Background: an optimization exercise with open tools, aiming at small area, a short achievable clock period and few clock cycles per item. Do not read the settings as production practice.
Only simulation tests tie the RTL to the original design; equivalence was not proved.
No driver is modelled on the clock port, so clocking that relies on it looks cheaper here than on a real chip.
Power and IR drop assume default switching activity.

`flow/flow/run.sh`:
```
#!/bin/bash
# Standard layout, with three changes to how it is made:
#  - the port buffers the standard flow's flow inserts are made from the smallest plain
#    buffer; repair still resizes any that timing needs;
#  - CTS adds no dummy loads to balance its leaf buffers;
#  - after CTS, one more setup repair pass on the worst path
#    (flow/post_cts.tcl).
set -euo pipefail
export BUFFER_PORTS_ARGS="-buffer_cell sky130_fd_sc_hd__buf_1"
export POST_CTS_TCL="$PWD/flow/post_cts.tcl"
export CTS_ARGS="-sink_clustering_enable -repair_clock_nets -dont_use_dummy_load -buf_list {sky130_fd_sc_hd__clkbuf_4 sky130_fd_sc_hd__clkbuf_8}"
bash standard.sh > standard_flow.log 2>&1
```
`flow/flow/post_cts.tcl`:
```
puts "post_cts: worst setup slack before [worst_slack -max]"
repair_timing -setup -setup_margin 5.6 -repair_tns 0 -verbose
detailed_placement
check_placement -verbose
puts "post_cts: worst setup slack after [worst_slack -max]"
```
`flow/standard.sh`:
```
#!/bin/bash
# synth_recipe.tcl (not shown) runs the flow's synth.tcl, then flattens the netlist and writes it again
# the make line also repeats each setting of config.mk as NAME=value (left out here)
make -C /OpenROAD-flow-scripts/flow DESIGN_CONFIG=/design/flow/config.mk WORK_HOME=/design/flow/orfs CLKGATE_MAP_FILE= SYNTH_SCRIPT=/design/flow/synth_recipe.tcl "${@:-finish}"
```
`flow/config.mk`:
```
export PLATFORM = sky130hd
export DESIGN_NAME = alpha_compositor
export DESIGN_NICKNAME = alpha_compositor
export VERILOG_FILES = /design/flow/design.v
export SDC_FILE = /design/flow/constraint.sdc
export NUM_CORES = 4
export LEC_CHECK = 0
export CAP_MARGIN = 20
export CORE_MARGIN = 2
export CORE_UTILIZATION = 45
export CTS_BUF_LIST = sky130_fd_sc_hd__clkbuf_4 sky130_fd_sc_hd__clkbuf_8
export SETUP_SLACK_MARGIN = 5
export SLEW_MARGIN = 20
export TNS_END_PERCENT = 0
```
`flow/constraint.sdc`:
```
create_clock -name core_clock -period 8.0 [get_ports {clk}]
set_input_delay 1.6000 -clock core_clock [delete_from_list [all_inputs] [get_ports {clk}]]
set_output_delay 1.6000 -clock core_clock [all_outputs]
set_load 0.01 [all_outputs]
```
`flow/design.v`:
```
package blend_pkg;
	typedef logic [8-1:0] channel_t;
	typedef struct packed
	{
		channel_t r;
		channel_t g;
		channel_t b;
	} rgb_t;
	typedef logic [12-1:0] pixel_addr_t;
	typedef struct packed
	{
		pixel_addr_t addr;   
		rgb_t rgb;           
		channel_t alpha;     
		logic last;          
	} src_entry_t;
	typedef struct packed
	{
		pixel_addr_t addr;   
		rgb_t rgb;           
		logic last;          
	} res_entry_t;
endpackage
module alpha_blend_sum
(
	input logic [7:0] s,
	input logic [7:0] d,
	input logic [7:0] a,
	output logic [15:0] n0,
	output logic [15:0] n1
);
	logic [7:0] m0;
	logic [7:0] m1;
	logic [7:0] m2;
	logic [7:0] m3;
	logic [7:0] m4;
	logic [7:0] m5;
	logic [7:0] m6;
	logic [7:0] m7;
	logic u1;
	logic u2;
	logic u3;
	logic u4;
	logic u5;
	logic u6;
	logic u7;
	logic u8;
	logic u9;
	logic u10;
	logic u11;
	logic u12;
	logic u13;
	logic u14;
	logic u15;
	logic u16;
	logic u17;
	logic u18;
	logic u19;
	logic u20;
	logic u21;
	logic u22;
	logic u23;
	logic u24;
	logic u25;
	logic u26;
	logic u27;
	logic u28;
	logic u29;
	logic u30;
	logic u31;
	logic u32;
	logic u33;
	logic u34;
	logic u35;
	logic u36;
	logic u37;
	logic u38;
	logic u39;
	logic u40;
	logic u41;
	logic u42;
	logic u43;
	logic u44;
	logic u45;
	logic u46;
	logic u47;
	logic u48;
	logic u49;
	logic u50;
	logic u51;
	logic u52;
	logic u53;
	logic u54;
	logic u55;
	logic u56;
	logic u57;
	logic u58;
	logic u59;
	logic u60;
	logic u61;
	logic u62;
	logic u63;
	logic u64;
	logic u65;
	logic u66;
	logic u67;
	logic u68;
	logic u69;
	logic u70;
	logic u71;
	logic u72;
	logic u73;
	logic u74;
	logic u75;
	logic u76;
	logic u77;
	logic u78;
	logic u79;
	logic u80;
	logic u81;
	logic u82;
	logic u83;
	logic u84;
	assign m0 = a[0] ? s : d;
	assign m1 = a[1] ? s : d;
	assign m2 = a[2] ? s : d;
	assign m3 = a[3] ? s : d;
	assign m4 = a[4] ? s : d;
	assign m5 = a[5] ? s : d;
	assign m6 = a[6] ? s : d;
	assign m7 = a[7] ? s : d;
	assign u1 = m0[6] ^ m1[5];
	assign u2 = m0[6] & m1[5];
	assign u3 = m0[7] ^ m1[6] ^ m2[5];
	assign u4 = (m0[7] & m1[6]) | (m0[7] & m2[5]) | (m1[6] & m2[5]);
	assign u5 = m3[4] ^ m4[3];
	assign u6 = m3[4] & m4[3];
	assign u7 = m1[7] ^ m2[6] ^ m3[5];
	assign u8 = (m1[7] & m2[6]) | (m1[7] & m3[5]) | (m2[6] & m3[5]);
	assign u9 = m4[4] ^ m5[3];
	assign u10 = m4[4] & m5[3];
	assign u11 = m2[7] ^ m3[6] ^ m4[5];
	assign u12 = (m2[7] & m3[6]) | (m2[7] & m4[5]) | (m3[6] & m4[5]);
	assign u13 = m0[4] ^ m1[3];
	assign u14 = m0[4] & m1[3];
	assign u15 = m0[5] ^ m1[4] ^ m2[3];
	assign u16 = (m0[5] & m1[4]) | (m0[5] & m2[3]) | (m1[4] & m2[3]);
	assign u17 = m3[2] ^ m4[1];
	assign u18 = m3[2] & m4[1];
	assign u19 = u1 ^ m2[4] ^ m3[3];
	assign u20 = (u1 & m2[4]) | (u1 & m3[3]) | (m2[4] & m3[3]);
	assign u21 = m4[2] ^ m5[1] ^ m6[0];
	assign u22 = (m4[2] & m5[1]) | (m4[2] & m6[0]) | (m5[1] & m6[0]);
	assign u23 = u2 ^ u3 ^ u5;
	assign u24 = (u2 & u3) | (u2 & u5) | (u3 & u5);
	assign u25 = m5[2] ^ m6[1] ^ m7[0];
	assign u26 = (m5[2] & m6[1]) | (m5[2] & m7[0]) | (m6[1] & m7[0]);
	assign u27 = u4 ^ u6 ^ u7;
	assign u28 = (u4 & u6) | (u4 & u7) | (u6 & u7);
	assign u29 = u9 ^ m6[2] ^ m7[1];
	assign u30 = (u9 & m6[2]) | (u9 & m7[1]) | (m6[2] & m7[1]);
	assign u31 = u8 ^ u10 ^ u11;
	assign u32 = (u8 & u10) | (u8 & u11) | (u10 & u11);
	assign u33 = m5[4] ^ m6[3] ^ m7[2];
	assign u34 = (m5[4] & m6[3]) | (m5[4] & m7[2]) | (m6[3] & m7[2]);
	assign u35 = u12 ^ m3[7] ^ m4[6];
	assign u36 = (u12 & m3[7]) | (u12 & m4[6]) | (m3[7] & m4[6]);
	assign u37 = m5[5] ^ m6[4] ^ m7[3];
	assign u38 = (m5[5] & m6[4]) | (m5[5] & m7[3]) | (m6[4] & m7[3]);
	assign u39 = m4[7] ^ m5[6] ^ m6[5];
	assign u40 = (m4[7] & m5[6]) | (m4[7] & m6[5]) | (m5[6] & m6[5]);
	assign u41 = m0[3] ^ m1[2];
	assign u42 = m0[3] & m1[2];
	assign u43 = u13 ^ m2[2] ^ m3[1];
	assign u44 = (u13 & m2[2]) | (u13 & m3[1]) | (m2[2] & m3[1]);
	assign u45 = u14 ^ u15 ^ u17;
	assign u46 = (u14 & u15) | (u14 & u17) | (u15 & u17);
	assign u47 = u16 ^ u18 ^ u19;
	assign u48 = (u16 & u18) | (u16 & u19) | (u18 & u19);
	assign u49 = u20 ^ u22 ^ u23;
	assign u50 = (u20 & u22) | (u20 & u23) | (u22 & u23);
	assign u51 = u24 ^ u26 ^ u27;
	assign u52 = (u24 & u26) | (u24 & u27) | (u26 & u27);
	assign u53 = u28 ^ u30 ^ u31;
	assign u54 = (u28 & u30) | (u28 & u31) | (u30 & u31);
	assign u55 = u32 ^ u34 ^ u35;
	assign u56 = (u32 & u34) | (u32 & u35) | (u34 & u35);
	assign u57 = u36 ^ u38 ^ u39;
	assign u58 = (u36 & u38) | (u36 & u39) | (u38 & u39);
	assign u59 = u40 ^ m5[7] ^ m6[6];
	assign u60 = (u40 & m5[7]) | (u40 & m6[6]) | (m5[7] & m6[6]);
	assign u61 = m0[2] ^ m1[1];
	assign u62 = m0[2] & m1[1];
	assign u63 = u41 ^ m2[1] ^ m3[0];
	assign u64 = (u41 & m2[1]) | (u41 & m3[0]) | (m2[1] & m3[0]);
	assign u65 = u42 ^ u43 ^ m4[0];
	assign u66 = (u42 & u43) | (u42 & m4[0]) | (u43 & m4[0]);
	assign u67 = u44 ^ u45 ^ m5[0];
	assign u68 = (u44 & u45) | (u44 & m5[0]) | (u45 & m5[0]);
	assign u69 = u46 ^ u47 ^ u21;
	assign u70 = (u46 & u47) | (u46 & u21) | (u47 & u21);
	assign u71 = u48 ^ u49 ^ u25;
	assign u72 = (u48 & u49) | (u48 & u25) | (u49 & u25);
	assign u73 = u50 ^ u51 ^ u29;
	assign u74 = (u50 & u51) | (u50 & u29) | (u51 & u29);
	assign u75 = u52 ^ u53 ^ u33;
	assign u76 = (u52 & u53) | (u52 & u33) | (u53 & u33);
	assign u77 = u54 ^ u55 ^ u37;
	assign u78 = (u54 & u55) | (u54 & u37) | (u55 & u37);
	assign u79 = u56 ^ u57 ^ m7[4];
	assign u80 = (u56 & u57) | (u56 & m7[4]) | (u57 & m7[4]);
	assign u81 = u58 ^ u59 ^ m7[5];
	assign u82 = (u58 & u59) | (u58 & m7[5]) | (u59 & m7[5]);
	assign u83 = u60 ^ m6[7] ^ m7[6];
	assign u84 = (u60 & m6[7]) | (u60 & m7[6]) | (m6[7] & m7[6]);
	assign n0 = {1'b0, u84, u82, u80, u78, u76, u74, u72, u70, u68, u66, u64, u62, u61, m0[1], m0[0]};
	assign n1 = {1'b0, m7[7], u83, u81, u79, u77, u75, u73, u71, u69, u67, u65, u63, m2[0], m1[0], 1'b0};
endmodule
module alpha_blend_div
(
	input logic [15:0] n0,
	input logic [15:0] n1,
	output logic [7:0] q
);
	logic v1;
	logic v2;
	logic v3;
	logic v4;
	logic v5;
	logic v6;
	logic v7;
	logic v8;
	logic v9;
	logic v10;
	logic v11;
	logic v12;
	logic v13;
	logic v14;
	logic v15;
	logic v16;
	logic v17;
	logic v18;
	logic v19;
	logic v20;
	logic v21;
	logic v22;
	logic v23;
	logic v24;
	logic v25;
	logic v26;
	logic v27;
	logic v28;
	logic v29;
	logic v30;
	logic v31;
	logic v32;
	logic v33;
	logic v34;
	logic v35;
	logic v36;
	logic v37;
	logic v38;
	logic v39;
	logic v40;
	logic v41;
	logic v42;
	logic v43;
	logic v44;
	logic [23:0] x0;
	logic [23:0] x1;
	logic [23:0] t;
	assign v1 = n0[0] ^ n0[8];
	assign v2 = n0[0] & n0[8];
	assign v3 = n0[1] ^ n0[9] ^ n1[1];
	assign v4 = (n0[1] & n0[9]) | (n0[1] & n1[1]) | (n0[9] & n1[1]);
	assign v5 = n0[2] ^ n0[10] ^ n1[2];
	assign v6 = (n0[2] & n0[10]) | (n0[2] & n1[2]) | (n0[10] & n1[2]);
	assign v7 = n0[3] ^ n0[11] ^ n1[3];
	assign v8 = (n0[3] & n0[11]) | (n0[3] & n1[3]) | (n0[11] & n1[3]);
	assign v9 = n0[4] ^ n0[12] ^ n1[4];
	assign v10 = (n0[4] & n0[12]) | (n0[4] & n1[4]) | (n0[12] & n1[4]);
	assign v11 = n0[5] ^ n0[13] ^ n1[5];
	assign v12 = (n0[5] & n0[13]) | (n0[5] & n1[5]) | (n0[13] & n1[5]);
	assign v13 = n0[6] ^ n0[14] ^ n1[6];
	assign v14 = (n0[6] & n0[14]) | (n0[6] & n1[6]) | (n0[14] & n1[6]);
	assign v15 = v1 ^ n1[8];
	assign v16 = v1 & n1[8];
	assign v17 = v2 ^ v3 ^ n1[9];
	assign v18 = (v2 & v3) | (v2 & n1[9]) | (v3 & n1[9]);
	assign v19 = v4 ^ v5 ^ n1[10];
	assign v20 = (v4 & v5) | (v4 & n1[10]) | (v5 & n1[10]);
	assign v21 = v6 ^ v7 ^ n1[11];
	assign v22 = (v6 & v7) | (v6 & n1[11]) | (v7 & n1[11]);
	assign v23 = v8 ^ v9 ^ n1[12];
	assign v24 = (v8 & v9) | (v8 & n1[12]) | (v9 & n1[12]);
	assign v25 = v10 ^ v11 ^ n1[13];
	assign v26 = (v10 & v11) | (v10 & n1[13]) | (v11 & n1[13]);
	assign v27 = v12 ^ v13 ^ n1[14];
	assign v28 = (v12 & v13) | (v12 & n1[14]) | (v13 & n1[14]);
	assign v29 = v14 ^ n0[7] ^ n1[7];
	assign v30 = (v14 & n0[7]) | (v14 & n1[7]) | (n0[7] & n1[7]);
	assign v31 = n0[8] ^ n1[8];
	assign v32 = n0[8] & n1[8];
	assign v33 = n0[9] ^ n1[9];
	assign v34 = n0[9] & n1[9];
	assign v35 = n0[10] ^ n1[10];
	assign v36 = n0[10] & n1[10];
	assign v37 = n0[11] ^ n1[11];
	assign v38 = n0[11] & n1[11];
	assign v39 = n0[12] ^ n1[12];
	assign v40 = n0[12] & n1[12];
	assign v41 = n0[13] ^ n1[13];
	assign v42 = n0[13] & n1[13];
	assign v43 = n0[14] ^ n1[14];
	assign v44 = n0[14] & n1[14];
	assign x0 = {v44, v42, v40, v38, v36, v34, v32, v30, v28, v26, v24, v22, v20, v18, v16, v15, n0[7], n0[6], n0[5], n0[4], n0[3], n0[2], n0[1], n0[0]};
	assign x1 = {1'b0, v43, v41, v39, v37, v35, v33, v31, v29, v27, v25, v23, v21, v19, v17, 1'b1, n1[7], n1[6], n1[5], n1[4], n1[3], n1[2], n1[1], 1'b1};
	assign t = x0 + x1;
	assign q = t[23:16];
endmodule
module alpha_compositor
(
	input logic clk,
	input logic reset,
	input logic src_valid,
	output logic src_ready,
	input blend_pkg::pixel_addr_t src_addr,
	input blend_pkg::channel_t src_r,
	input blend_pkg::channel_t src_g,
	input blend_pkg::channel_t src_b,
	input blend_pkg::channel_t src_a,
	input logic src_last,
	output logic wb_cyc,
	output logic wb_stb,
	output logic wb_we,
	output blend_pkg::pixel_addr_t wb_adr,
	output blend_pkg::rgb_t wb_dat_w,
	input blend_pkg::rgb_t wb_dat_r,
	input logic wb_ack,
	output logic frame_done
);
	logic busy;
	logic wlast;        
	logic bv;
	logic [23:0] b_s;
	logic [7:0] b_a;
	logic [23:0] b_d;
	logic [11:0] b_addr;
	logic b_last;
	logic [2:0] k1;     
	logic s1v;
	logic [15:0] s1n0;
	logic [15:0] s1n1;
	logic rdy;          
	logic rd_ack;
	logic wr_ack;
	logic free;
	logic wb_free;
	logic pv;
	logic pr;
	logic po;
	logic b_done;
	logic barrier;
	logic issue_r;
	logic issue_w;
	logic load_b;
	logic s1_take;
	logic s1_load;
	logic [7:0] ch_s;
	logic [7:0] ch_d;
	logic [15:0] ch_n0;
	logic [15:0] ch_n1;
	logic [7:0] ch_q;
	assign wb_cyc = busy;
	assign wb_stb = busy;
	assign src_ready = rdy;
	assign rd_ack = busy && !wb_we && wb_ack;
	assign wr_ack = busy && wb_we && wb_ack;
	assign free = !busy || wr_ack;
	assign wb_free = !(busy && wb_we) || wb_ack;
	assign pv = src_valid && !rdy;
	assign pr = pv && (src_a != 8'hff);
	assign po = pv && (src_a == 8'hff);
	assign b_done = bv && (k1 == 3'd0);
	assign barrier = bv && b_last;   
	assign issue_r = free && pr && !barrier;
	assign issue_w = (rd_ack && bv) || (free && (!pr || barrier) && b_done);
	assign load_b = rd_ack || (free && po && (!bv || issue_w));
	assign s1_take = s1v && wb_free;
	assign s1_load = (k1 != 3'd0) && (!s1v || s1_take);
	assign ch_s = b_s[23:16];
	assign ch_d = b_d[23:16];
	alpha_blend_sum sum_u (.s(ch_s), .d(ch_d), .a(b_a), .n0(ch_n0), .n1(ch_n1));
	alpha_blend_div div_u (.n0(s1n0), .n1(s1n1), .q(ch_q));
	always_ff @(posedge clk)
	begin
		if (!reset)
		begin
			busy <= 1'b0;
			bv <= 1'b0;
			k1 <= 3'd0;
			s1v <= 1'b0;
			rdy <= 1'b0;
			frame_done <= 1'b0;
		end
		else
		begin
			frame_done <= wr_ack && wlast;
			rdy <= load_b;
			if (issue_r || issue_w)
				busy <= 1'b1;
			else if (wb_ack)
				busy <= 1'b0;
			if (load_b)
				bv <= 1'b1;
			else if (issue_w)
				bv <= 1'b0;
			if (load_b)
				k1 <= 3'b001;
			else if (s1_load)
				k1 <= {k1[1:0], 1'b0};
			if (s1_load)
				s1v <= 1'b1;
			else if (s1_take)
				s1v <= 1'b0;
		end
	end
	always_ff @(posedge clk)
	begin
		if (issue_r)
		begin
			wb_we <= 1'b0;
			wb_adr <= src_addr;
		end
		else if (issue_w)
		begin
			wb_we <= 1'b1;
			wb_adr <= b_addr;
			wlast <= b_last;
		end
		if (rd_ack)
			b_d <= wb_dat_r;
		else if (s1_load)
			b_d[23:8] <= b_d[15:0];
		if (k1 == 3'd0)
		begin
			b_s <= {src_r, src_g, src_b};
			b_a <= src_a;
		end
		else if (s1_load)
			b_s[23:8] <= b_s[15:0];
		if (load_b)
		begin
			b_addr <= src_addr;
			b_last <= src_last;
		end
		if (s1_load)
		begin
			s1n0 <= ch_n0;
			s1n1 <= ch_n1;
		end
		if (s1_take && k1[1])
			wb_dat_w[23:16] <= ch_q;
		if (s1_take && k1[2])
			wb_dat_w[15:8] <= ch_q;
		if (s1_take && k1 == 3'd0)
			wb_dat_w[7:0] <= ch_q;
	end
endmodule
```
==> results.env, run 1 <==
CRITPATHARRIVALTIME_NS=3.25
WORST_EP_REQUIRED_TIME_NS=8.18
HOLDCRITPATHCLASS='reg -> reg'
IOS=114
YS_TYPES=54
MAPPEDNETLISTAREA_SQ_UM=7870
IO_PORT_BUFS=113
GRT_FIRST_PASS_WIRELENGTH_MICRONS=24100
GRT.OVERFLOW.TOTAL=0
WORST_PIN_SLEW_NS=0.771
ENDPOINTS_FAILING_SETUP=0
DR_VIAS_CELL=5.15
EDFF_COUNT_SYNTH=135
CORE_AREA_SQ_UM=17200
DIE_H_MICRONS=136
TIMING.CLOCK.SKEW_NS=0.0256
POST_LAYOUT_MINIMUM_CYCLE_TIME_NS=3.07
POST-DP-HPWL_MICRONS=11000
SETUP_REPAIR_AFTER_GLOBAL_ROUTING_MISSED_ITS_MARGIN='yes'
SETUP_TNS_NS=0
P_LEAK_uW=0.00344
FILLCELLCOUNT=1517
POSTROUTEANTENNANETS=0
DRT-INITIAL-DRC-COUNT=165
LARGEST_NET_DEGREE_AT_THE_START_OF_GLOBAL_ROUTING=37
CRIT_PATH_END_KIND='register'
NETLIST_INSTANCES=513
CLKSLEWWORSTSETUPHOLDPATHS_NS=0.07
PERIOD_SHARE_PCT=38.3
FINALMAXSLEWVIOLATIONS=0
FINAL_HOLD_VIOLATIONS=0
CRITICAL_PATH_CLASS='reg -> reg'
POST_SYNTH.CELL_AREA_AVG_SQ_UM=15.3
FIRST_GLOBAL_VIAS=4727
FLOORPLAN.DIE_AREA_SQ_UM=18600
CHIPWIDTH_MICRONS=136
INITIAL_UTILIZATION_PCT=45.8
DRIVE_GT1_SHARE_PCT=23.5
OUTCOME='complete, no violations'
FMAXACHIEVABLE_MHz=326
FINALCOREUTILIZATION_PCT=53.3
YS_SEQ_AREA_SHARE_PCT=53.8
SITE_ROW_COUNT=48
AREA.GROWTH.SYNTH_TO_FINAL_PCT=16.3
GRT_ANTENNA_BEFORE_REPAIR=0
IRDROPWORSTVDD_uV=217
FIRSTDRTPASSITERS=4
SYN-NUM-NETS=671
CTS.SINKS=144
ANTENNA_CELLS=0
YOSYSTOPAREACELL='edfxtp_1'
TIMING.MAX_CAP.VIOLATIONS=0
VIAS=4534
POSTSYNTHREGISTERBITS=144
POST_ROUTE_DRC=0
AREA.SEQUENTIAL_SQ_UM=4230
FINAL_CELL_MIX='edfxtp_1 (135), buf_1 (113), mux2_2 (72)'
LAYOUT.CELLS.MOST_COMMON='edfxtp_1'
TRITONCTS_CLOCK_TREE='built'
MULTI_INPUT_AREA_SQ_UM=3570
WL_PER_CELL_MICRONS=16.9
CLK_LATENCY_NS=0.45
MAX-SLEW-MARGIN-REL_PCT=48.4
TOTALWIRELENGTH_MICRONS=14900
NETS=816
SYNTH_TOP_AREA_SHARE_PCT=51.5
SYNTH_FF_TYPE='edfxtp_1'
SYNTH_AREA_LEADERS='edfxtp_1 (52%), fa_1 (12%), mux2_2 (10%), ha_1 (5.9%), mux2i_1 (3.7%)'
SYNTH.YOSYS.WARNINGS=1
SYNTH-ASYNC-RESET-RATIO_PCT=0
POWER.DENSITY_CELL_AREA_nW_PER_UM2=393
GPL.FINAL_WEIGHTED_CONGESTION=0.828
CRITICAL_PATH.MAX_FANOUT=5
START_KIND='register'
GRT.TOTAL_USAGE_PCT=17.2
[synthesized netlist by cell type, types with 2 or more instances]
master	count
a21oi_1	12
a211oi_2	2
o21ai_1	2
nand3_1	3
a211oi_1	2
nand4_1	7
and2_1	3
a21o_1	7
nor2b_1	2
xnor2_1	4
xor2_1	3
nand2b_1	4
dfxtp_1	9
inv_1	50
mux2i_1	29
ha_1	37
buf_2	4
mux2_2	72
nand2_1	6
and2b_1	2
buf_4	2
nor2_1	10
o211ai_1	4
clkbuf_1	8
o21ai_0	6
and3_1	3
o21a_1	3
edfxtp_1	135
a31oi_1	2
fa_1	48
mux2_1	9
[path summary, 6_finish.rpt]
path	depth (start not counted)	end	from	slack (ns)
hold / removal	2	frame_done$_SDFF_PN0_	wlast$_DFFE_PP_	0.51
setup / recovery	9	wb_dat_w[4]$_DFFE_PP_	div_u.n1[4]$_DFFE_PP_	4.93
setup reg to reg	9	wb_dat_w[4]$_DFFE_PP_	div_u.n1[4]$_DFFE_PP_	4.93
hold reg to reg	2	frame_done$_SDFF_PN0_	wlast$_DFFE_PP_	0.51
[through the flow]
step	total power [uW]	setup slack (ns)	area [sq um]	cells	hold slack (ns)
final	3600	4.93	9150	881	0.506
after global routing	3910	4.78	9150	881	0.529
after detailed placement	2910	4.32	8550	840	0.459
after global placement	2870	4.46	8550	840	0.455
after floorplan	2450	4.85	7880	513	0.427
[worst max-delay path: stages, from the launching register on]
cell	delay, ns
edfxtp_1	0.43
fa_1	0.57
fa_1	0.45
ha_4	0.30
nand4_1	0.17
nor2_1	0.15
nand4_1	0.16
o211ai_4	0.31
a21oi_2	0.11
xnor2_2	0.17
[per-layer routing]
layer / global-route usage (%) / part of all wire (%) / up-vias
met2: 27.3 / 47 / 130
met4: 5.73 / 1.9 / 0
met1: 23.1 / 46 / 2214
met3: 4.51 / 5.0 / 23
li1: - / - / 2167
met5: 0 / 0 / -
[cell type report]
cell class,count,share of cell area [%]
clock buffers,17,2.56
inverters,50,2.05
multi-input cells,305,39.0
flip-flops and latches,144,46.3
well taps,225,3.08
repair buffers,140,7.07
[power breakdown]
part | internal [uW] | total (uW) | switching [uW]
combinational | 893 | 1920 | 1030
clock | 187 | 421 | 234
sequential | 1140 | 1250 | 107
[sequential cells by signal, indices dropped and copies added, names as in the netlist]
signal	count
b_d	24
b_last	1
s1n0	15
wb_we	1
b_addr	12
bv	1
rdy	1
b_s	24
s1v	1
k1	3
div_u.n1	14
busy	1
frame_done	1
wlast	1
b_a	8
wb_dat_w	24
wb_adr	12
[kinds of logic (layout without fill, tap and decap cells)]
logic type / count (synthesis) / in the layout / synth area share [%]
AND/OR/NAND/NOR: 47 / 47 / 3.32
XOR/XNOR: 7 / 7 / 0.779
adder cells (fa/ha/maj): 85 / 85 / 18.1
multiplexers: 110 / 110 / 15.3
AO/OA/AOI/OAI: 56 / 56 / 5.47
buffers and inverters: 64 / 207 / 3.21
flip-flops: 144 / 144 / 53.8
Testbench counts, summed over its fixed seeds: cycles 34,025, pixels 5,905.
==> run 2, diff against run 1 <==
--- a/flow/config.mk
+++ b/flow/config.mk
@@ -7,7 +7,7 @@
 export LEC_CHECK = 0
 export CAP_MARGIN = 20
 export CORE_MARGIN = 2
-export CORE_UTILIZATION = 45
+export CORE_UTILIZATION = 50
 export CTS_BUF_LIST = sky130_fd_sc_hd__clkbuf_4 sky130_fd_sc_hd__clkbuf_8
 export SETUP_SLACK_MARGIN = 5
 export SLEW_MARGIN = 20
==> run 2 against run 1 <==
- cell count shrank 1.9%
- clock-buffer cell count unchanged
- design area shrank 1.1%
- highest routed layer unchanged
- hold slack worse by 0.0093 ns
- largest cell class unchanged
- total power decreased by 2.6%
- combinational power shrank 4%
- sequential power is essentially flat
- core utilization increased by 5.8 points
- via count shrank 0.42%
- maximum frequency down 0.18%
- critical path depth unchanged
==> results.env, run 2 <==
DR_VIAS_CELL=5.23
FINALMAXSLEWVIOLATIONS=0
CPMAXSTAGEDELAYCELL='fa_1'
IRDROPWORSTVDD_uV=216
CRITICAL_PATH.N_BUFFERS_INVERTERS=4
CRITICAL_PATH.CELL_CHAIN='buf_4 -> mux2i_1 -> fa_1 -> inv_1 -> fa_1 -> inv_1 -> fa_1 -> inv_1 -> fa_1'
IOS=114
MAPPEDNETLISTAREA_SQ_UM=7870
LAYOUT.CELLS.MOST_COMMON='edfxtp_1'
GRT.OVERFLOW.TOTAL=0
POST_LAYOUT_MINIMUM_CYCLE_TIME_NS=3.07
YS_TYPES=54
TOTALWIRELENGTH_MICRONS=15200
CRIT_PATH_END_KIND='register'
SYNTH_COMMONEST_CELLS='edfxtp_1 (135), mux2_2 (72), inv_1 (50)'
INTPOWER_uW=2180
REGTOREGSETUPSLACK_NS=4.93
ENDPOINTS_FAILING_SETUP=0
WL_PER_CELL_MICRONS=17.6
VIAS=4515
DRT-INITIAL-DRC-COUNT=178
CRITICAL_PATH_CLASS='reg -> reg'
IO_PORT_BUFS=113
SYNTH.YOSYS.WARNINGS=1
SYN-NUM-NETS=671
POST-DP-HPWL_MICRONS=11200
SETUP_TNS_NS=0
FILLCELLCOUNT=1291
POST_ROUTE_DRC=0
DRIVE_GT1_SHARE_PCT=22.2
SYNTH_TOP_AREA_SHARE_PCT=51.5
SYNTHMOSTINSTANTIATEDCELL='edfxtp_1'
FIRST_GLOBAL_VIAS=4852
CRITICAL_PATH.MAX_FANOUT=5
WORST_EP_REQUIRED_TIME_NS=8.16
NETS=813
OUTCOME='complete, no violations'
TRITONCTS_CLOCK_TREE='built'
FIRSTDRTPASSITERS=4
SETUP_REPAIR_AFTER_GLOBAL_ROUTING_MISSED_ITS_MARGIN='yes'
PERIOD_SHARE_PCT=38.4
FINALCOREUTILIZATION_PCT=59.1
CLK_LATENCY_NS=0.44
INITIAL_UTILIZATION_PCT=51.4
CTS.SINKS=144
WORSTHOLDPATHCELLS=2
REPORT.POWER.TOTAL_uW=3500
REG_TOP3='b_d x24, b_s x24, wb_dat_w x24'
WORSTREG2REGSTART='b_a[1]$_DFFE_PP_'
EDFF_COUNT_SYNTH=135
START_KIND='register'
SEQUENTIALPOWERSHARE_PCT=35.7
GPL.FINAL_WEIGHTED_CONGESTION=0.822
MAX-SLEW-MARGIN-REL_PCT=28.6
FINAL_CELL_MIX='edfxtp_1 (135), buf_1 (113), mux2_2 (72)'
CRITPATHARRIVALTIME_NS=3.23
SYNTH-ASYNC-RESET-RATIO_PCT=0
CRIT_PATH_FREQUENT_CELL='fa_1'
WORST_PATH_LARGEST_CELL_DELAY_NS=0.55
POST_SYNTH.CELL_AREA_AVG_SQ_UM=15.3
SYNTH_FF_TYPE='edfxtp_1'
CPLARGESTDELAYFAMILY='adder cells'
WORST_PIN_SLEW_NS=1.06
R2R_END='div_u.n1[8]$_DFFE_PP_'
SWSHARE_PCT=37.8
FF2FF_PATH_DEPTH=9
P_LEAK_uW=0.00342
ANTENNA_CELLS=0
WORSTHOLDSTART='wlast$_DFFE_PP_'
GRT.TOTAL_USAGE_PCT=19.6
POWER.SHARE.COMBINATIONAL_PCT=52.6
SWITCHING_POWER_uW=1320
FLOORPLAN.DIE_AREA_SQ_UM=16800
GRT_ANTENNA_BEFORE_REPAIR=0
LARGEST_NET_DEGREE_AT_THE_START_OF_GLOBAL_ROUTING=37
GRT_FIRST_PASS_WIRELENGTH_MICRONS=24600
CLKSLEWWORSTSETUPHOLDPATHS_NS=0.07
TIMING.CLOCK.SKEW_NS=0.0344
TIMING.HOLD.WORST_ENDPOINT='frame_done$_SDFF_PN0_'
AREA.GROWTH.SYNTH_TO_FINAL_PCT=15.0
YS_SEQ_AREA_SHARE_PCT=53.8
YOSYSTOPAREACELL='edfxtp_1'
HOLDCRITPATHCLASS='reg -> reg'
FINAL_HOLD_VIOLATIONS=0
CORE_AREA_SQ_UM=15300
DIE_H_MICRONS=129
CHIPWIDTH_MICRONS=129
POWER.DENSITY_CELL_AREA_nW_PER_UM2=387
POSTSYNTHREGISTERBITS=144
SYNTH_AREA_LEADERS='edfxtp_1 (52%), fa_1 (12%), mux2_2 (10%), ha_1 (5.9%), mux2i_1 (3.7%)'
SITE_ROW_COUNT=45
NETLIST_INSTANCES=513
FMAXACHIEVABLE_MHz=325
POSTROUTEANTENNANETS=0
TIMING.MAX_CAP.VIOLATIONS=0
CLOCKPOWERSHARE_PCT=11.7
run 2: cell counts after synthesis:
Identical to the previous run, type by type.
run 2: worst max-delay path by stage:
| stage | endpoint | slack (ns) | cells after the start | startpoint |
|---|---|---|---|---|
| after floorplan | div_u.n1[10]$_DFFE_PP_ | 4.85 | 4 | wb_ack |
| after global placement | busy$_SDFFE_PN0P_ | 4.42 | 6 | src_a[1] |
| after detailed placement | busy$_SDFFE_PN0P_ | 4.34 | 6 | src_a[0] |
| after global routing | wb_dat_w[11]$_DFFE_PP_ | 4.79 | 11 | s1n0[9]$_DFFE_PP_ |
| final | div_u.n1[8]$_DFFE_PP_ | 4.93 | 9 | b_a[1]$_DFFE_PP_ |
run 2: cells by family after synthesis:
kind of cell | Yosys count | share of synthesized area, %
muxes | 110 | 15.3
DFF | 144 | 53.8
xor gates and xnor gates | 7 | 0.779
buffers and inverters | 64 | 3.21
and+or+nand+nor | 47 | 3.32
adders and majority gates | 85 | 18.1
AOI/OAI and AO/OA | 56 | 5.47
run 2: layout make-up:
cell class / instances / area (sq um) / share of cell area (%)
tap: 211 / 264 / 2.92
timing repair buffer: 137 / 617 / 6.82
sequential: 144 / 4230 / 46.8
clock buffer: 17 / 234 / 2.59
multi-input combinational: 305 / 3510 / 38.8
inverter: 50 / 188 / 2.07
run 2: power groups by stage:
stage / Combinational, uW / Sequential (uW) / Clock (uW)
floorplan: 1210 / 1230 / 0
global placement: 1580 / 1280 / 0
detailed placement: 1610 / 1280 / 0
global route: 2100 / 1270 / 450
finish: 1840 / 1250 / 409
run 2: metrics by stage:
stage                     hold slack, ns  cells  setup WS (ns)  instance area, sq um
after global placement             0.449    826           4.42                  8530
after detailed placement           0.458    826           4.34                  8530
after global routing               0.539    864           4.79                  9050
after floorplan                    0.427    513           4.85                  7880
final                              0.496    864           4.93                  9050
run 2: per-layer routing:
layer | vias up | wire, microns | global-route usage, %
met1 | 2245 | 6770 | 25.3
met5 | - | 0 | 0
met4 | 0 | 200 | 5.50
li1 | 2156 | - | -
met2 | 98 | 7490 | 32.7
met3 | 16 | 716 | 5.70
run 2: worst min-delay path, delay by kind of cell, from the launching register on:
family / cells / cell delay (ns)
flops: 1 / 0.33
simple gates: 2 / 0.14
==> run 3, diff against run 2 <==
--- a/flow/flow/run.sh
+++ b/flow/flow/run.sh
@@ -3,7 +3,7 @@
 #  - the port buffers the standard flow's flow inserts are made from the smallest plain
 #    buffer; repair still resizes any that timing needs;
 #  - CTS adds no dummy loads to balance its leaf buffers;
-#  - after CTS, one more setup repair pass on the worst path
+#  - after CTS, two more setup repair passes on the worst path
 #    (flow/post_cts.tcl).
 set -euo pipefail
 export BUFFER_PORTS_ARGS="-buffer_cell sky130_fd_sc_hd__buf_1"
==> flow/flow/post_cts.tcl (replaced) <==
puts "post_cts: worst setup slack before [worst_slack -max]"
repair_timing -setup -setup_margin 5.6 -repair_tns 0 -verbose
detailed_placement
puts "post_cts: worst setup slack after pass 1 [worst_slack -max]"
repair_timing -setup -setup_margin 5.6 -repair_tns 0 -verbose
detailed_placement
check_placement -verbose
puts "post_cts: worst setup slack after pass 2 [worst_slack -max]"
--- a/flow/config.mk
+++ b/flow/config.mk
@@ -7,7 +7,7 @@
 export LEC_CHECK = 0
 export CAP_MARGIN = 20
 export CORE_MARGIN = 2
-export CORE_UTILIZATION = 50
+export CORE_UTILIZATION = 40
 export CTS_BUF_LIST = sky130_fd_sc_hd__clkbuf_4 sky130_fd_sc_hd__clkbuf_8
 export SETUP_SLACK_MARGIN = 5
 export SLEW_MARGIN = 20
==> run 3 against run 2 <==
- core utilization down 12 points
- worst setup slack got worse by 0.018 ns
- critical path type unchanged
- clock-buffer cell count unchanged
- synthesized area did not move
- largest cell class unchanged
- wire length up 3.7%
- sequential share of layout area down 0.61 points
- clock skew shrank 0.0058 ns
- register-to-register slack got worse by 0.02 ns
- first-iteration DRC count grew 1.7%
- die area up 24%
- global-route usage shrank 3.3 points
- sequential cell count stayed put
==> results.env, run 3 <==
SYNTH.YOSYS.WARNINGS=1
SYNTH_AREA_LEADERS='edfxtp_1 (52%), fa_1 (12%), mux2_2 (10%), ha_1 (5.9%), mux2i_1 (3.7%)'
SYNTH-COMPOUND-AREA-SHARE_PCT=5.47
GRT.TOTAL_USAGE_PCT=16.3
LARGEST_FAMILY_OF_LOGIC_CELLS_BY_SYNTHESIZED_AREA='adder cells'
FIRST_GLOBAL_VIAS=4935
SYNTH_COMMONEST_CELLS='edfxtp_1 (135), mux2_2 (72), inv_1 (50)'
POST_SYNTH_AND_OR_NAND_NOR_AREA_FRACTION_PCT=3.32
POSTSYNTHREGISTERBITS=144
SYNTH.AREA.MUX_SHARE_PCT=15.3
CORE_AREA_SQ_UM=19400
EDFF_COUNT_SYNTH=135
AREA.GROWTH.SYNTH_TO_FINAL_PCT=16.5
TIMING.MAX_CAP.VIOLATIONS=0
REGTOREGSETUPSLACK_NS=4.91
CRIT_PATH_END_KIND='register'
DRIVE_GT1_SHARE_PCT=23.8
YOSYSTOPAREACELL='edfxtp_1'
SETUP_REPAIR_AFTER_GLOBAL_ROUTING_MISSED_ITS_MARGIN='yes'
IO_PORT_BUFS=113
FINAL_HOLD_VIOLATIONS=0
GRT_FIRST_PASS_WIRELENGTH_MICRONS=25300
GRT.OVERFLOW.TOTAL=0
HOLDCRITPATHCLASS='reg -> reg'
SYNTHADDERAREAFRAC_PCT=18.1
GRT_ANTENNA_BEFORE_REPAIR=0
SYNTH_FF_TYPE='edfxtp_1'
FIRSTDRTPASSITERS=4
DIE_H_MICRONS=144
CRITICAL_PATH.MAX_FANOUT=4
DRT-INITIAL-DRC-COUNT=181
WORST_PATH_LARGEST_CELL_DELAY_NS=0.52
NETLIST_INSTANCES=513
FINALMAXSLEWVIOLATIONS=0
INITIAL_UTILIZATION_PCT=40.6
POST_ROUTE_DRC=0
IRDROPWORSTVDD_uV=164
WORSTHOLDSTART='b_last$_DFFE_PP_'
CPMAXSTAGEDELAYCELL='fa_1'
CTS.SINKS=144
FINAL_CELL_MIX='edfxtp_1 (135), buf_1 (113), mux2_2 (72)'
CRITICAL_PATH.N_BUFFERS_INVERTERS=0
CRITICAL_PATH_CLASS='reg -> reg'
SITE_ROW_COUNT=51
MAX-SLEW-MARGIN-REL_PCT=33.1
SYNTH_TOP_AREA_SHARE_PCT=51.5
VIAS=4526
POST_SYNTH.CELL_AREA_AVG_SQ_UM=15.3
LARGEST_NET_DEGREE_AT_THE_START_OF_GLOBAL_ROUTING=37
FINAL_CELL_AREA_SQ_UM=9170
REG_TOP3='b_d x24, b_s x24, wb_dat_w x24'
WORST_EP_REQUIRED_TIME_NS=8.18
WORST_PIN_SLEW_NS=0.995
INST_COUNT_DP=880
CRITICAL_PATH.CELL_CHAIN='fa_1 -> fa_1 -> ha_1 -> a21oi_1 -> o21ai_2 -> a31oi_1 -> o31ai_4 -> o21bai_1 -> xnor2_1'
TIMING.HOLD.WORST_ENDPOINT='wlast$_DFFE_PP_'
WORSTHOLDPATHCELLS=0
CRIT_PATH_FREQUENT_CELL='fa_1'
ENDPOINTS_FAILING_SETUP=0
CLK_LATENCY_NS=0.45
SETUP_TNS_NS=0
FLOORPLAN.DIE_AREA_SQ_UM=20800
YS_TYPES=54
FMAXACHIEVABLE_MHz=324
GPL.FINAL_WEIGHTED_CONGESTION=0.881
DR_VIAS_CELL=4.91
IOS=114
OUTCOME='complete, no violations'
CLKSLEWWORSTSETUPHOLDPATHS_NS=0.09
CRITPATHARRIVALTIME_NS=3.27
POST_SYNTH_XOR_AREA_FRACTION_PCT=0.779
PERIOD_SHARE_PCT=38.6
DETAILED_PLACE.AREA_SQ_UM=8600
NETS=816
CPLARGESTDELAYFAMILY='adder cells'
WORSTREG2REGSTART='div_u.n1[4]$_DFFE_PP_'
POST_LAYOUT_MINIMUM_CYCLE_TIME_NS=3.09
POSTROUTEANTENNANETS=0
ANTENNA_CELLS=0
FIN_CELLS=921
SYN-NUM-NETS=671
YS_SEQ_AREA_SHARE_PCT=53.8
START_KIND='register'
POWER.DENSITY_CELL_AREA_nW_PER_UM2=395
R2R_END='wb_dat_w[5]$_DFFE_PP_'
MAPPEDNETLISTAREA_SQ_UM=7870
SYNTH-ASYNC-RESET-RATIO_PCT=0
P_LEAK_uW=0.00345
CHIPWIDTH_MICRONS=144
WL_PER_CELL_MICRONS=17.1
POST-DP-HPWL_MICRONS=11700
CP_NUM_CELLS=9
TRITONCTS_CLOCK_TREE='built'
TOTALWIRELENGTH_MICRONS=15700
FF2FF_PATH_DEPTH=9
SYNTHMOSTINSTANTIATEDCELL='edfxtp_1'
TIMING.CLOCK.SKEW_NS=0.0286
LAYOUT.CELLS.MOST_COMMON='edfxtp_1'
## run 3: cell counts after synthesis
No cell type changed its count.
## run 3: where the power goes
group / switching, uW / internal [uW] / leakage, uW
Sequential: 108 / 1140 / 0.00136
Combinational: 1070 / 884 / 0.00196
Clock: 232 / 187 / 0.000122
Total: 1410 / 2220 / 0.00345
## run 3: worst max path at each step
| stage | startpoint | endpoint | slack (ns) |
|---|---|---|---|
| 6_report | div_u.n1[4]$_DFFE_PP_ | wb_dat_w[5]$_DFFE_PP_ | 4.91 |
| 5_1_grt | s1n0[9]$_DFFE_PP_ | wb_dat_w[5]$_DFFE_PP_ | 4.82 |
| 3_5_place_dp | src_a[1] | busy$_SDFFE_PN0P_ | 4.33 |
| 3_3_place_gp | src_a[1] | busy$_SDFFE_PN0P_ | 4.47 |
| 2_1_floorplan | wb_ack | div_u.n1[10]$_DFFE_PP_ | 4.85 |
## run 3: kinds of logic after synthesis
family                   count (synthesis)
buffers and inverters                   64
adder cells (fa/ha/maj)                 85
flip-flops                             144
AND/OR/NAND/NOR                         47
multiplexers                           110
XOR/XNOR                                 7
AO/OA/AOI/OAI                           56
## run 3: cell type report
class                   instances  area (sq um)
flip-flops and latches        144          4230
inverters                      50           188
fillers                      1744         10200
multi-input cells             305          3550
clock buffers                  17           234
well taps                     265           332
repair buffers                140           627
## run 3: routing by layer
| layer | vias to the layer above | global-route usage, % | share of wire (%) |
|---|---|---|---|
| met5 | - | 0 | 0 |
| met4 | 0 | 5.93 | 1.7 |
| met3 | 20 | 4.07 | 4.4 |
| met2 | 121 | 27.0 | 49 |
| met1 | 2221 | 21.0 | 45 |
| li1 | 2164 | - | - |
## run 3: stage by stage
step           util, %  setup slack (ns)  total power [uW]  hold slack [ns]
5_1_grt           47.3              4.82              3920            0.539
2_1_floorplan        -              4.85              2450            0.427
3_3_place_gp      44.3              4.47              2860            0.465
3_5_place_dp      44.3              4.33              2940            0.458
6_report          47.3              4.91              3620            0.513
==> run 4, diff against run 3 <==
--- a/flow/design.v
+++ b/flow/design.v
@@ -352,15 +352,13 @@
 	logic [15:0] s1n0;
 	logic [15:0] s1n1;
 	logic rdy;          
+	logic hz;           
 	logic rd_ack;
 	logic wr_ack;
 	logic free;
 	logic wb_free;
 	logic pv;
-	logic pr;
-	logic po;
 	logic b_done;
-	logic barrier;
 	logic issue_r;
 	logic issue_w;
 	logic load_b;
@@ -379,13 +377,10 @@
 	assign free = !busy || wr_ack;
 	assign wb_free = !(busy && wb_we) || wb_ack;
 	assign pv = src_valid && !rdy;
-	assign pr = pv && (src_a != 8'hff);
-	assign po = pv && (src_a == 8'hff);
 	assign b_done = bv && (k1 == 3'd0);
-	assign barrier = bv && b_last;   
-	assign issue_r = free && pr && !barrier;
-	assign issue_w = (rd_ack && bv) || (free && (!pr || barrier) && b_done);
-	assign load_b = rd_ack || (free && po && (!bv || issue_w));
+	assign issue_r = free && pv;
+	assign issue_w = (rd_ack && bv) || (free && !pv && b_done);
+	assign load_b = rd_ack && !hz;
 	assign s1_take = s1v && wb_free;
 	assign s1_load = (k1 != 3'd0) && (!s1v || s1_take);
 	assign ch_s = b_s[23:16];
@@ -401,12 +396,14 @@
 			k1 <= 3'd0;
 			s1v <= 1'b0;
 			rdy <= 1'b0;
+			hz <= 1'b0;
 			frame_done <= 1'b0;
 		end
 		else
 		begin
 			frame_done <= wr_ack && wlast;
 			rdy <= load_b;
+			hz <= bv && (src_addr == b_addr);
 			if (issue_r || issue_w)
 				busy <= 1'b1;
 			else if (wb_ack)
@@ -442,18 +439,15 @@
 			b_d <= wb_dat_r;
 		else if (s1_load)
 			b_d[23:8] <= b_d[15:0];
-		if (k1 == 3'd0)
+		if (load_b)
 		begin
 			b_s <= {src_r, src_g, src_b};
 			b_a <= src_a;
-		end
-		else if (s1_load)
-			b_s[23:8] <= b_s[15:0];
-		if (load_b)
-		begin
 			b_addr <= src_addr;
 			b_last <= src_last;
 		end
+		else if (s1_load)
+			b_s[23:8] <= b_s[15:0];
 		if (s1_load)
 		begin
 			s1n0 <= ch_n0;
==> flow/flow/run.sh (replaced) <==
#!/bin/bash
set -euo pipefail
export BUFFER_PORTS_ARGS="-buffer_cell sky130_fd_sc_hd__buf_1"
export POST_CTS_TCL="$PWD/flow/post_cts.tcl"
bash standard.sh SETUP_SLACK_MARGIN=5.6 finish > standard_flow.log 2>&1
==> flow/flow/post_cts.tcl (replaced) <==
puts "post_cts: worst setup slack before [worst_slack -max]"
repair_timing -setup -setup_margin 5.6 -repair_tns 0 -verbose
detailed_placement
check_placement -verbose
puts "post_cts: worst setup slack after [worst_slack -max]"
==> run 4 against run 3 <==
- maximum frequency is essentially flat
- die area grew 1.0%
- cell count grew 6.8%
- first-iteration DRC count grew 1.1%
- wire length grew 0.50%
- core utilization grew 1.1 points
- clock-buffer cell count grew 3
- sequential power shrank 21%
- via count grew 4.3%
==> results.env, run 4 <==
SYNTH_FF_TYPE='edfxtp_1'
VIAS=4720
FINALMAXSLEWVIOLATIONS=0
ANTENNA_CELLS=0
SETUP_TNS_NS=0
MAPPEDNETLISTAREA_SQ_UM=7950
POST-ROUTE-WORST-SETUP-SLACK_NS=4.91
INITIAL_UTILIZATION_PCT=40.8
SYN-NUM-NETS=729
IRDROPWORSTVDD_uV=108
SYNTH_AREA_LEADERS='edfxtp_1 (51%), fa_1 (12%), mux2_2 (8.6%), ha_1 (5.8%), mux2i_1 (3.4%)'
P_LEAK_uW=0.00348
CORE_AREA_SQ_UM=19500
REG_TOP3='b_d x24, b_s x24, wb_dat_w x24'
POSTROUTEANTENNANETS=0
AREA.GROWTH.SYNTH_TO_FINAL_PCT=18.5
REPORT.POWER.TOTAL_uW=2240
YS_TYPES=46
SETUP_REPAIR_AFTER_GLOBAL_ROUTING_MISSED_ITS_MARGIN='yes'
TRITONCTS_CLOCK_TREE='built'
POSTSYNTHREGISTERBITS=145
FINALCOREUTILIZATION_PCT=48.4
CRIT_PATH_END_KIND='register'
DRT-INITIAL-DRC-COUNT=183
DRIVE_GT1_SHARE_PCT=21.4
YS_SEQ_AREA_SHARE_PCT=53.5
FILLCELLCOUNT=1752
WORST_PIN_SLEW_NS=0.996
TIMING.MAX_CAP.VIOLATIONS=0
GRT_FIRST_PASS_WIRELENGTH_MICRONS=25600
PERIOD_SHARE_PCT=38.7
START_KIND='register'
POWER.DENSITY_CELL_AREA_nW_PER_UM2=237
GPL.FINAL_WEIGHTED_CONGESTION=0.839
POWER.SHARE.COMBINATIONAL_PCT=31.0
POST_SYNTH.CELL_AREA_AVG_SQ_UM=13.9
NETLIST_INSTANCES=571
CPMAXSTAGEDELAYCELL='fa_1'
FMAXACHIEVABLE_MHz=323
EDFF_COUNT_SYNTH=135
MAX-SLEW-MARGIN-REL_PCT=33.5
CRITICAL_PATH_CLASS='reg -> reg'
IO_PORT_BUFS=113
SYNTHMOSTINSTANTIATEDCELL='edfxtp_1'
CLOCKPOWERSHARE_PCT=24.7
POST_PLACE_SETUP_SLACK_NS=4.12
NETS=865
CRITICAL_PATH.MAX_FANOUT=4
FIRST_GLOBAL_VIAS=5138
CLK_LATENCY_NS=0.44
CHIPWIDTH_MICRONS=145
CLKSLEWWORSTSETUPHOLDPATHS_NS=0.08
SYNTH-ASYNC-RESET-RATIO_PCT=0
LAYOUT.CELLS.MOST_COMMON='edfxtp_1'
SWSHARE_PCT=31.2
POST-DP-HPWL_MICRONS=11700
WORST_EP_REQUIRED_TIME_NS=8.24
SWITCHING_POWER_uW=697
CRITICAL_PATH.CELL_CHAIN='fa_1 -> fa_2 -> ha_4 -> nand3_2 -> nor2_1 -> o31ai_4 -> a21oi_2 -> xor2_1'
POST_LAYOUT_MINIMUM_CYCLE_TIME_NS=3.09
SYNTH_TOP_AREA_SHARE_PCT=51.0
DIE_H_MICRONS=145
INTPOWER_uW=1540
CTS.SINKS=145
FINAL_HOLD_VIOLATIONS=0
ENDPOINTS_FAILING_SETUP=0
YOSYSTOPAREACELL='edfxtp_1'
IOS=114
SYNTH.YOSYS.WARNINGS=1
GRT.OVERFLOW.TOTAL=0
WORST_PATH_LARGEST_CELL_DELAY_NS=0.62
SITE_ROW_COUNT=51
LARGEST_NET_DEGREE_AT_THE_START_OF_GLOBAL_ROUTING=45
TOTALWIRELENGTH_MICRONS=15800
TIMING.CLOCK.SKEW_NS=0.0123
WL_PER_CELL_MICRONS=16.1
GRT_ANTENNA_BEFORE_REPAIR=0
OUTCOME='complete, no violations'
CRITPATHARRIVALTIME_NS=3.33
DR_VIAS_CELL=4.80
FF2FF_PATH_DEPTH=8
GRT.TOTAL_USAGE_PCT=15.4
FINAL_CELL_MIX='edfxtp_1 (135), buf_1 (113), mux2_2 (61)'
WORSTHOLDPATHCELLS=0
HOLDCRITPATHCLASS='reg -> reg'
FLOORPLAN.DIE_AREA_SQ_UM=21000
POST_ROUTE_DRC=0
SYNTH_COMMONEST_CELLS='edfxtp_1 (135), mux2_2 (61), nand2_1 (59)'
FIRSTDRTPASSITERS=5
SEQUENTIALPOWERSHARE_PCT=44.3
run 4: worst paths after layout:
check / end / from / slack, ns
worst min register to register: wlast$_DFFE_PP_ / b_last$_DFFE_PP_ / 0.42
worst max register to register: wb_dat_w[21]$_DFFE_PP_ / s1n0[14]$_DFFE_PP_ / 4.91
worst max-delay path: wb_dat_w[21]$_DFFE_PP_ / s1n0[14]$_DFFE_PP_ / 4.91
worst min-delay path: wlast$_DFFE_PP_ / b_last$_DFFE_PP_ / 0.42
run 4: cells by family (layout without fill, tap and decap cells):
kind of cell | count (synthesis) | count (layout) | share of synthesized area (%)
simple gates | 112 | 112 | 6.42
mux | 92 | 92 | 12.6
xor+xnor | 18 | 18 | 1.98
compound gates | 47 | 47 | 4.03
flops | 145 | 145 | 53.5
fa+ha+maj | 85 | 85 | 17.9
buf+inv | 72 | 220 | 3.51
run 4: power by group through the flow:
stage | registers [uW] | clock network [uW] | logic (uW)
5_1_grt | 998 | 595 | 789
2_1_floorplan | 995 | 0 | 435
6_report | 991 | 552 | 693
3_5_place_dp | 1010 | 0 | 593
3_3_place_gp | 1010 | 0 | 575
run 4: through the flow:
step / hold slack, ns / instance area (sq um) / cells
final: 0.422 / 9420 / 984
after global routing: 0.435 / 9420 / 984
after detailed placement: 0.412 / 8700 / 934
after floorplan: 0.400 / 8040 / 571
after global placement: 0.422 / 8700 / 934
run 4: routing by layer:
layer  vias to the layer above  GRT usage (%)  wire, microns
li1                       2301              -              -
met1                      2279           18.6           6690
met2                       118           26.8           8100
met3                        22           4.25            774
met4                         0           5.20            248
met5                         -              0              0
run 4: final cells by class:
class	instances	area, sq um	share of cell area, %
repair buffers	133	578	6.14
clock inverters	11	115	1.22
clock buffers	20	256	2.72
flip-flops and latches	145	4250	45.2
multi-input cells	354	3670	39.0
inverters	56	210	2.23
well taps	265	332	3.52
run 4: worst max-delay path: cells and delay by family (launching register included):
kind	cells	cell delay, ns
AO/OA/AOI/OAI	2	0.32
XOR/XNOR	1	0.27
adder cells (fa/ha/maj)	3	1.41
flip-flops	1	0.45
AND/OR/NAND/NOR	2	0.43
Testbench counts of run 4, summed over its fixed seeds: cycles 34,519, pixels 5,905.
==> run 5, diff against run 4 <==
==> flow/flow/run.sh (replaced) <==
#!/bin/bash
# Standard layout, with two changes to how it is made:
#  - the port buffers the standard flow's flow inserts are made from the smallest plain
#    buffer; repair still resizes any that timing needs;
#  - after CTS, cells off the critical paths are sized down again
#    (flow/post_cts.tcl).
set -euo pipefail
export BUFFER_PORTS_ARGS="-buffer_cell sky130_fd_sc_hd__buf_1"
export POST_CTS_TCL="$PWD/flow/post_cts.tcl"
bash standard.sh > standard_flow.log 2>&1
==> flow/flow/post_cts.tcl (replaced) <==
# After CTS repair: size down cells off the critical paths (power recovery),
# keeping every path's slack above the worst one found so far.
set ws [worst_slack -max]
puts "post_cts: worst setup slack before recovery $ws"
repair_timing -recover_power 100 -setup_margin [expr {$ws - 0.02}] -verbose
detailed_placement
check_placement -verbose
puts "post_cts: worst setup slack after recovery [worst_slack -max]"
==> run 5 against run 4 <==
- via count up 1.6%
- largest cell class unchanged
- maximum frequency decreased by 0.95%
- sequential share of layout area up 0.054 points
- first-iteration DRC count rose by 28%
- register-to-register slack lost 0.03 ns
- synthesized area is the same
- sequential cell count unchanged
- wire length is 1.0% lower
- total power about the same
- die area did not move
- cell count rose by 0.81%
- hold slack improved by 0.018 ns
==> results.env, run 5 <==
YS_TYPES=46
CORE_AREA_SQ_UM=19500
DR_VIAS_CELL=4.84
MAX-SLEW-MARGIN-REL_PCT=40.7
YOSYSTOPAREACELL='edfxtp_1'
FILLCELLCOUNT=1726
DIE_H_MICRONS=145
POSTROUTEANTENNANETS=0
NETS=872
SYNTH_FF_TYPE='edfxtp_1'
POST-DP-HPWL_MICRONS=11500
CLOCKPOWERSHARE_PCT=26.4
SEQUENTIALPOWERSHARE_PCT=44.3
SYNTH_COMMONEST_CELLS='edfxtp_1 (135), mux2_2 (61), nand2_1 (59)'
POST_LAYOUT_MINIMUM_CYCLE_TIME_NS=3.12
FINAL_HOLD_VIOLATIONS=0
CLKSLEWWORSTSETUPHOLDPATHS_NS=0.09
INITIAL_UTILIZATION_PCT=40.8
EDFF_COUNT_SYNTH=135
START_KIND='register'
LAYOUT.CELLS.MOST_COMMON='edfxtp_1'
DRIVE_GT1_SHARE_PCT=20.5
SITE_ROW_COUNT=51
FLOORPLAN.DIE_AREA_SQ_UM=21000
POWER.DENSITY_CELL_AREA_nW_PER_UM2=238
POST_ROUTE_DRC=0
FINALMAXSLEWVIOLATIONS=0
GPL.FINAL_WEIGHTED_CONGESTION=0.785
TRITONCTS_CLOCK_TREE='built'
IOS=114
CRITICAL_PATH.MAX_FANOUT=8
TOTALWIRELENGTH_MICRONS=15700
SWSHARE_PCT=31.7
SYNTH-ASYNC-RESET-RATIO_PCT=0
CRIT_PATH_END_KIND='register'
SYNTH_AREA_LEADERS='edfxtp_1 (51%), fa_1 (12%), mux2_2 (8.6%), ha_1 (5.8%), mux2i_1 (3.4%)'
FIRSTDRTPASSITERS=4
WL_PER_CELL_MICRONS=15.8
DRT-INITIAL-DRC-COUNT=235
LARGEST_NET_DEGREE_AT_THE_START_OF_GLOBAL_ROUTING=33
REG_TOP3='b_d x24, b_s x24, wb_dat_w x24'
ENDPOINTS_FAILING_SETUP=0
MULTI_INPUT_AREA_SQ_UM=3580
FIRST_GLOBAL_VIAS=4935
SWITCHING_POWER_uW=709
SYNTH.YOSYS.WARNINGS=1
AREA.SEQUENTIAL_SQ_UM=4250
SYNTH_TOP_AREA_SHARE_PCT=51.0
TIMING.CLOCK.SKEW_NS=0.0144
POST_SYNTH.CELL_AREA_AVG_SQ_UM=13.9
GRT.TOTAL_USAGE_PCT=15.2
PERIOD_SHARE_PCT=39.0
POWER.SHARE.COMBINATIONAL_PCT=29.4
P_LEAK_uW=0.00351
CRITICAL_PATH_CLASS='reg -> reg'
NETLIST_INSTANCES=571
CRITPATHARRIVALTIME_NS=3.30
INTPOWER_uW=1530
GRT.OVERFLOW.TOTAL=0
WORST_EP_REQUIRED_TIME_NS=8.18
GRT_FIRST_PASS_WIRELENGTH_MICRONS=25200
ANTENNA_CELLS=0
SETUP_TNS_NS=0
SETUP_REPAIR_AFTER_GLOBAL_ROUTING_MISSED_ITS_MARGIN='yes'
VIAS=4797
FINAL_CELL_MIX='edfxtp_1 (135), buf_1 (112), mux2_2 (59)'
MAPPEDNETLISTAREA_SQ_UM=7950
AREA.GROWTH.SYNTH_TO_FINAL_PCT=18.4
GRT_ANTENNA_BEFORE_REPAIR=0
SYNTHMOSTINSTANTIATEDCELL='edfxtp_1'
POSTSYNTHREGISTERBITS=145
YS_SEQ_AREA_SHARE_PCT=53.5
OUTCOME='complete, no violations'
TIMING.MAX_CAP.VIOLATIONS=0
WORST_PIN_SLEW_NS=0.890
CLK_LATENCY_NS=0.45
IO_PORT_BUFS=113
FMAXACHIEVABLE_MHz=320
IRDROPWORSTVDD_uV=144
FINALCOREUTILIZATION_PCT=48.3
CTS.SINKS=145
SYN-NUM-NETS=729
CHIPWIDTH_MICRONS=145
HOLDCRITPATHCLASS='reg -> reg'
-- run 5: stage by stage --
stage	hold slack [ns]	area, sq um	worst slack, ns	std cells	power (uW)
after floorplan	0.400	7950	4.97	571	1420
final	0.440	9410	4.88	992	2240
after global routing	0.460	9410	4.77	992	2390
after detailed placement	0.413	8670	3.95	935	1600
after global placement	0.410	8670	4.05	935	1580
-- run 5: cells by family (layout without fill, tap and decap cells) --
kind of cell	after synthesis	after routing	synth area share, %
flops	145	145	53.5
simple gates	112	112	6.42
buf+inv	72	228	3.51
compound gates	47	47	4.03
xor+xnor	18	18	1.98
mux	92	92	12.6
fa+ha+maj	85	85	17.9
-- run 5: worst paths after layout --
| path | endpoint | startpoint | slack (ns) | depth (start not counted) |
|---|---|---|---|---|
| max | div_u.n1[9]$_DFFE_PP_ | b_a[5]$_DFFE_PP_ | 4.88 | 7 |
| min | wlast$_DFFE_PP_ | b_last$_DFFE_PP_ | 0.44 | 0 |
| max reg2reg | div_u.n1[9]$_DFFE_PP_ | b_a[5]$_DFFE_PP_ | 4.88 | 7 |
| min reg2reg | wlast$_DFFE_PP_ | b_last$_DFFE_PP_ | 0.44 | 0 |
-- run 5: power by group through the flow --
| stage | clock network (uW) | logic, uW | registers, uW |
|---|---|---|---|
| floorplan | 0 | 425 | 994 |
| global placement | 0 | 568 | 1010 |
| global route | 634 | 754 | 997 |
| finish | 590 | 657 | 990 |
| detailed placement | 0 | 586 | 1010 |
-- run 5: cell type report --
type	instances	area share (%)
clock buffer	19	2.65
tap	265	3.52
timing repair buffer	140	6.62
clock inverter	13	1.60
sequential	145	45.2
multi-input combinational	354	38.1
inverter	56	2.31
-- run 5: critical path, stage by stage, from the launching register on --
cell,delay (ns)
edfxtp_1,0.64
mux2_2,0.39
ha_1,0.28
inv_1,0.05
fa_1,0.45
fa_1,0.51
inv_1,0.05
fa_1,0.47
-- run 5: per-layer routing --
metal / up-vias / track usage, % / part of all wire (%) / wire length, microns
met2: 135 / 25.4 / 50 / 7840
met4: 0 / 4.26 / 0.82 / 129
met1: 2340 / 19.8 / 44 / 6890
li1: 2312 / - / - / -
met5: - / 0 / 0 / 0
met3: 10 / 3.84 / 5.1 / 799

[re-timing with driven ports]
The results above use ideal ports. As a check the final layouts listed here were re-extracted and re-timed, cells and wires unchanged. Step 1, drivers: a clkbuf_16 drives clk and a buf_2 each remaining input, both assumed. Step 2 moves the port delays by t, midway between the first and last clock arrival at a register: inputs arrive t later, outputs are due t later. That takes back most of the time a late clock gives input paths. Slacks: ideal ports / drivers / drivers and shift; pairs: ideal ports / drivers.
| run | t, ns | setup slack, ns | worst setup path at the end |
|---|---|---|---|
| run 1 | 0.473 | 4.933 / 4.933 / 4.555 | input to register |
| run 2 | 0.460 | 4.927 / 4.927 / 4.536 | input to register |
| run 3 | 0.470 | 4.909 / 4.909 / 4.506 | input to register |
| run 4 | 0.476 | 4.908 / 4.908 / 4.548 | input to register |
| run 5 | 0.481 | 4.878 / 4.878 / 4.558 | input to register |
After both steps setup and hold are still met in every run listed. For run 3, which loses most, drivers alone change the setup slack by 0.000 ns; drivers and shift together by -0.403 ns.
